What follows belongs to an exercise in optimizing a design on an open flow for a short achievable clock period and few clock cycles; a production flow would make more cautious choices.
The RTL was checked by simulation tests, not by an equivalence proof against the original design.
No activity file was given, so power comes from the tool's default toggle rates.

`flow/run.sh`:
```
#!/bin/bash
# synth_recipe.tcl (not shown) runs the flow's synth.tcl, then flattens the netlist and writes it again
# the make line also repeats each setting of config.mk as NAME=value (left out here)
make -C /OpenROAD-flow-scripts/flow DESIGN_CONFIG=/design/flow/config.mk WORK_HOME=/design/flow/orfs CLKGATE_MAP_FILE= SYNTH_SCRIPT=/design/flow/synth_recipe.tcl finish
```
`flow/config.mk`:
```
export PLATFORM = sky130hd
export DESIGN_NAME = kmeans_iter_ctrl
export DESIGN_NICKNAME = kmeans_iter_ctrl
export VERILOG_FILES = /design/flow/design.v
export SDC_FILE = /design/flow/constraint.sdc
export NUM_CORES = 4
export LEC_CHECK = 0
export CAP_MARGIN = 20
export CORE_MARGIN = 2
export CORE_UTILIZATION = 40
export SLEW_MARGIN = 20
```
`flow/constraint.sdc`:
```
create_clock -name core_clock -period 6.0 [get_ports {clk}]
set_input_delay 1.2000 -clock core_clock [delete_from_list [all_inputs] [get_ports {clk}]]
set_output_delay 1.2000 -clock core_clock [all_outputs]
set_load 0.01 [all_outputs]
```
`flow/design.v`:
```
module kmeans_iter_ctrl #(
  parameter int unsigned AW       = 10,
  parameter int unsigned MAX_ITER = 16,
  parameter logic [15:0] TOL      = 16'h0010
) (
  input  logic          clk,
  input  logic          rst,
  input  logic          start,
  input  logic [AW-1:0] num_points,
  input  logic [47:0]   init_cx,
  input  logic [47:0]   init_cy,
  output logic          pt_rd_en,
  output logic [AW-1:0] pt_rd_addr,
  input  logic [31:0]   pt_rd_data,
  output logic          dp_valid,
  output logic [15:0]   dp_x,
  output logic [15:0]   dp_y,
  input  logic          dp_result_valid,
  input  logic [1:0]    dp_cluster,
  output logic [47:0]   cent_x,
  output logic [47:0]   cent_y,
  output logic          busy,
  output logic          done,
  output logic          converged,
  output logic [4:0]    iter_count
);
  localparam int unsigned DW = 16 + AW;
  localparam int unsigned BW = $clog2(DW);
  localparam logic [BW-1:0] BitLast = BW'(DW - 1);
  localparam logic [AW-1:0] One     = AW'(1);
  localparam logic [4:0]    MaxIter = 5'(MAX_ITER);
  localparam logic [15:0] Tol = TOL & 16'h0000;
  typedef enum logic [2:0] {
    StIdle, StLoad, StAssign, StDrain, StUpdate, StCheck, StDone
  } state_e;
  state_e                  state_q;
  logic [AW-1:0]           num_q, addr_q, ret_q, ret_d;
  logic                    rd_en_q, dp_valid_q;
  logic [15:0]             pt_x_q, pt_y_q;
  logic [2:0][DW-1:0]      sum_x_q, sum_y_q;
  logic [2:0][AW-1:0]      cnt_q;
  logic [2:0][15:0]        cent_x_q, cent_y_q, new_x_q, new_y_q;
  logic [2:0]              sel_q;
  logic [BW-1:0]           bcnt_q;
  logic [DW-1:0]           dvd_q;
  logic [AW-1:0]           rem_q;
  logic                    busy_q, done_q, conv_q;
  logic [4:0]              iter_q;
  logic                    acc_en;
  logic [1:0]              acc_c, div_c;
  logic [DW-1:0]           div_sum, cur_dvd, dvd_nxt;
  logic [AW-1:0]           div_cnt, cur_rem, rem_nxt;
  logic [AW:0]             trial, diff;
  logic [15:0]             div_old, div_res;
  logic                    all_close;
  function automatic logic close_enough(input logic [15:0] a, input logic [15:0] b);
    logic [15:0] d;
    d = (a >= b) ? (a - b) : (b - a);
    close_enough = (d <= Tol);
  endfunction
  assign acc_en = dp_result_valid && (state_q == StAssign || state_q == StDrain);
  assign acc_c  = dp_cluster - 2'd1;
  assign ret_d  = acc_en ? ret_q + One : ret_q;
  always_comb begin
    div_c   = sel_q[2:1];
    div_sum = sel_q[0] ? sum_y_q[div_c] : sum_x_q[div_c];
    div_old = sel_q[0] ? cent_y_q[div_c] : cent_x_q[div_c];
    div_cnt = cnt_q[div_c];
    cur_dvd = (bcnt_q == '0) ? div_sum : dvd_q;
    cur_rem = (bcnt_q == '0) ? '0 : rem_q;
    trial   = {cur_rem, cur_dvd[DW-1]};
    diff    = trial - {1'b0, div_cnt};
    dvd_nxt = {cur_dvd[DW-2:0], ~diff[AW]};
    rem_nxt = diff[AW] ? trial[AW-1:0] : diff[AW-1:0];
    div_res = (div_cnt == '0) ? div_old : dvd_nxt[15:0];
  end
  always_comb begin
    all_close = 1'b1;
    for (int c = 0; c < 3; c++) begin
      all_close = all_close & close_enough(new_x_q[c], cent_x_q[c])
                            & close_enough(new_y_q[c], cent_y_q[c]);
    end
  end
  always_ff @(posedge clk or posedge rst) begin
    if (rst) begin
      state_q    <= StIdle;
      num_q      <= '0;
      addr_q     <= '0;
      ret_q      <= '0;
      rd_en_q    <= 1'b0;
      dp_valid_q <= 1'b0;
      pt_x_q     <= '0;
      pt_y_q     <= '0;
      sum_x_q    <= '0;
      sum_y_q    <= '0;
      cnt_q      <= '0;
      cent_x_q   <= '0;
      cent_y_q   <= '0;
      new_x_q    <= '0;
      new_y_q    <= '0;
      sel_q      <= '0;
      bcnt_q     <= '0;
      dvd_q      <= '0;
      rem_q      <= '0;
      busy_q     <= 1'b0;
      done_q     <= 1'b0;
      conv_q     <= 1'b0;
      iter_q     <= '0;
    end else begin
      dp_valid_q <= rd_en_q;
      pt_x_q     <= pt_rd_data[31:16];
      pt_y_q     <= pt_rd_data[15:0];
      done_q     <= 1'b0;
      ret_q      <= ret_d;
      if (acc_en && dp_cluster != 2'd0) begin
        sum_x_q[acc_c] <= sum_x_q[acc_c] + {{AW{1'b0}}, pt_x_q};
        sum_y_q[acc_c] <= sum_y_q[acc_c] + {{AW{1'b0}}, pt_y_q};
        cnt_q[acc_c]   <= cnt_q[acc_c] + One;
      end
      unique case (state_q)
        StIdle: begin
          if (start) begin
            num_q    <= num_points;
            cent_x_q <= init_cx;
            cent_y_q <= init_cy;
            iter_q   <= '0;
            conv_q   <= 1'b0;
            busy_q   <= 1'b1;
            state_q  <= StLoad;
          end
        end
        StLoad: begin
          sum_x_q <= '0;
          sum_y_q <= '0;
          cnt_q   <= '0;
          ret_q   <= '0;
          if (num_q == '0) begin
            conv_q  <= 1'b1;
            done_q  <= 1'b1;
            state_q <= StDone;
          end else begin
            rd_en_q <= 1'b1;
            addr_q  <= '0;
            state_q <= StAssign;
          end
        end
        StAssign: begin
          if (addr_q == num_q - One) begin
            rd_en_q <= 1'b0;
            state_q <= StDrain;
          end else begin
            addr_q <= addr_q + One;
          end
        end
        StDrain: begin
          if (ret_d == num_q) begin
            sel_q   <= '0;
            bcnt_q  <= '0;
            state_q <= StUpdate;
          end
        end
        StUpdate: begin
          dvd_q <= dvd_nxt;
          rem_q <= rem_nxt;
          if (bcnt_q == BitLast) begin
            bcnt_q <= '0;
            if (sel_q[0]) new_y_q[div_c] <= div_res;
            else          new_x_q[div_c] <= div_res;
            if (sel_q == 3'd5) state_q <= StCheck;
            else               sel_q   <= sel_q + 3'd1;
          end else begin
            bcnt_q <= bcnt_q + 1'b1;
          end
        end
        StCheck: begin
          cent_x_q <= new_x_q;
          cent_y_q <= new_y_q;
          iter_q   <= iter_q + 5'd1;
          conv_q   <= all_close;
          if (all_close || (iter_q + 5'd1) == MaxIter) begin
            done_q  <= 1'b1;
            state_q <= StDone;
          end else begin
            state_q <= StLoad;
          end
        end
        StDone: begin
          busy_q  <= 1'b0;
          state_q <= StIdle;
        end
        default: state_q <= StIdle;
      endcase
    end
  end
  assign pt_rd_en   = rd_en_q;
  assign pt_rd_addr = addr_q;
  assign dp_valid   = dp_valid_q;
  assign dp_x       = pt_rd_data[31:16];
  assign dp_y       = pt_rd_data[15:0];
  assign cent_x     = cent_x_q;
  assign cent_y     = cent_y_q;
  assign busy       = busy_q;
  assign done       = done_q;
  assign converged  = conv_q;
  assign iter_count = iter_q;
endmodule
```
==> results.toml <==
[clocking]
clock-sinks = 497
htreeDepth = 3
clk_latency_ps = 660
clk_pin_slew_ps = 60
cts_resized = 0
cts_tree = "built"
cts_buffers = 66
cts_setup_buffers = 0
root_buffer = "clkbuf_16"
cts_buffer_depth = 3
cts_hold_buffers = 0

[power_and_ir_drop]
p_sw_mw = 11.5
pwr-share-comb_pct = 58.1
p_seq_share_pct = 24.1
clock_power_share_pct = 17.8
swShare_pct = 49.5
p_per_area_mw_per_mm2 = 497
p_int_mw = 11.8
power_leakage_nw = 19.8
ir_drop_uv = 371

[timing]
fin_skew_ps = 31.4
worst_pin_slew_ps = 1140
maxClockFrequency_ghz = 0.188
fin_crit_ps = 5310
hold_viol = 0
slew-limit-headroom_pct = 23.3
rsz0062_at_grt = "no"
whs_ps = 444
post-route-period-util_pct = 88.6
tns_ps = 0
finalMaxSlewViolations = 0
setup_viol = 0

[synthesis]
synth_top_area_share_pct = 31.7
synth_area_per_cell_um2 = 8.31
yosys.area.top_type = "dfrtp_1"
ys_top_cells_by_count = "nand2_1, o21ai_0, dfrtp_1"
async_flop_share_pct = 100
ys_types = 104
synth-edff-count = 0
yosysWarningCount = 1
synthFlopType = "dfrtp_1"
synth_fp_nets = 5119
ys_seq_area_share_pct = 31.7
mappedNetlistArea_mm2 = 0.0393
ys_seq_elements = 497
yosys-top-cells-area = "dfrtp_1, ha_1, o21ai_0"
synth_cells = 4724
yosysMostFrequentCell = "nand2_1"

[die]
core_area_mm2 = 0.0970
die_area_mm2 = 0.101
die_w_um = 317
ios = 292
start_util_pct = 40.5
die_h_um = 317
rows = 114

[setup_path]
critical_path_class = "input port to flop"
endpoint = "sum_y_q[0]"
crit_path_max_fanout = 14
r2r-start = "bcnt_q[0]"
worstPathRequired_ps = 6600
rr_worst_depth = 19
r2r_setup_slack_ps = 910
start_kind = "input port"
r2r-end = "new_y_q[32]"
worstSetupStartpoint = "dp_cluster[1]"
crit_path_end_kind = "flop"
critPathArrivalTime_ps = 5910

[global_route]
grt_first_pass_wirelength_um = 264000
grt.total_usage_pct = 35.7
first_global_vias = 38323
grt_max_degree = 198
antenna_found_initial = 6
grt_overflow = 0

[drt]
wire_per_inst_um = 28.9
via_per_inst = 6.27
ant_nets = 0
drc = 0
drt_iter0_markers = 4559
drt_wl_total_um = 183000
dr.pass1.iters = 6
num_vias = 39791

[final_layout]
nets = 5418
drive_above_1_share_pct = 10.8
area_growth_pct = 19.7

[job]
drv_cap = 0

[hold_path]
hold_path_class = "flop to flop"

[place]
io_buffers = 291
routabilityCongestion = 1.06
dp_hpwl_um = 138000

[outcome]
outcome = "timing/DRC/antenna clean"
layout make-up:
class | instances | area [um2]
Clock inverter | 27 | 312
Sequential cell | 497 | 12400
Multi-Input combinational cell | 3647 | 24700
Fill cell | 9412 | 50000
Timing Repair Buffer | 546 | 4970
Clock buffer | 91 | 1910
Antenna cell | 2 | 5.00
Tap cell | 1276 | 1600
Inverter | 265 | 1010
critical path, cell delays in order:
cell	delay [ps]
clkdlybuf4s50_1	500
inv_1	90
ha_4	280
nor2b_4	340
buf_4	280
nand2_1	60
o21ai_0	90
ha_1	310
a21oi_1	260
o21bai_1	90
a21oi_1	240
o41ai_4	160
a311oi_4	550
xor2_1	230
buf_4	150
o21ai_0	80
buf_4	180
o22ai_1	560
a22o_1	220
routing by layer:
layer	vias to the layer above	track usage [%]	wire length (um)
li1	17598	-	-
met1	19319	45.1	72000
met2	2232	54.7	79700
met3	636	8.07	17000
met4	6	23.7	14500
met5	-	0	34
stage by stage:
| step | cells | setup WS (ps) | area [um2] | total power [mW] | utilization, % |
|---|---|---|---|---|---|
| 6_report | 6351 | 687 | 47000 | 23.3 | 48.4 |
| 5_1_grt | 6349 | 425 | 47000 | 24.4 | 48.4 |
| 4_1_cts | 6348 | 752 | 46900 | 23.0 | 48.4 |
| 3_5_place_dp | 6230 | 122 | 44700 | 18.8 | 46.1 |
| 3_3_place_gp | 6230 | 206 | 44700 | 18.8 | 46.1 |
| 2_1_floorplan | 4724 | -1940 | 39700 | 12.7 | - |
flip-flops by register name, summed over array words and instances, names as in the netlist, 10 cells and up:
signal and cells:
pt_y_q 16, cent_x_q 48, sum_x_q 78, dvd_q 26, cnt_q 30, addr_q 10
rem_q 10, pt_x_q 16, cent_y_q 48, sum_y_q 78, new_y_q 48, new_x_q 48
num_q 10, ret_q 10
power by group through the flow:
stage               combinational (mW)  sequential (mW)  clock, mW
global placement                  13.2             5.59          0
floorplan                         7.69             5.02          0
global route                      14.4             5.65       4.34
finish                            13.6             5.62       4.16
CTS                               13.2             5.54       4.20
detailed placement                13.2             5.59          0
how the worst min path moves through the flow:
stage / from / cells past startpoint / slack, ps / endpoint
after floorplan: rd_en_q / 0 / 440 / dp_valid_q
after global placement: rd_en_q / 0 / 440 / dp_valid_q
after detailed placement: rd_en_q / 0 / 430 / dp_valid_q
after CTS: rd_en_q / 0 / 450 / dp_valid_q
after global routing: rd_en_q / 0 / 470 / dp_valid_q
final: rd_en_q / 0 / 440 / dp_valid_q
cells by family (layout without fill, tap and decap cells):
logic type	Yosys count	in the layout	share of synthesized area, %
compound gates	1510	1510	24.1
xor+xnor	182	182	4.27
fa+ha+maj	251	251	8.06
buf+inv	580	929	6.10
flops	497	497	31.7
mux	330	330	9.96
other cells	0	2	0
simple gates	1374	1374	15.8
cell usage in the layout (no fill, tap or decap), types with 21 or more instances in the layout:
cell type / Yosys / final
nand2_1: 644 / 643
o21ai_0: 542 / 518
dfrtp_1: 497 / 495
a21oi_1: 347 / 340
nor2_1: 306 / 305
clkdlybuf4s50_1: 0 / 290
inv_1: 261 / 259
mux2i_1: 251 / 251
ha_1: 248 / 244
buf_4: 44 / 244
xnor2_1: 106 / 104
nand3_1: 80 / 80
xor2_1: 70 / 68
a21o_1: 67 / 67
clkbuf_16: 0 / 67
nor3_1: 62 / 58
a22o_1: 52 / 52
mux4_2: 45 / 45
nand4_1: 41 / 41
a22oi_1: 40 / 40
a31oi_1: 38 / 38
o22ai_1: 37 / 37
mux2_2: 34 / 34
a211oi_1: 35 / 34
o21ai_1: 16 / 34
o211ai_1: 33 / 33
and2_1: 31 / 31
nor2b_1: 31 / 30
and3_1: 30 / 30
o221ai_1: 28 / 27
o21a_1: 26 / 26
nor4_1: 25 / 24
nand2b_1: 22 / 22
o31ai_1: 21 / 21
a221oi_1: 26 / 21
Testbench counts, summed over its fixed seeds: cycles 212,014.

==> separate check: timing with driven ports <==
The flow's constraints put no driver on any port. The routed layout listed below was extracted and timed again, unchanged, in two steps.
Step 1 assumes that a clkbuf_16 drives the clock port and a buf_2 every other input.
Step 2, shift: input delay + t, output delay - t, t = (earliest + latest rising clock arrival at the registers) / 2. This alone moves slack from input paths to output paths.
Slacks: ideal ports / drivers / drivers and shift; pairs: ideal ports / drivers.
t, ns: 0.720
setup WS [ns]: 0.687 / 0.715 / -0.004
worst slew at a driven data input, ns: 0.08
With both steps, setup timing fails in this run, where it was met with ideal ports. The setup slack of this run moves by +0.028 ns with the drivers and by -0.691 ns with both steps.
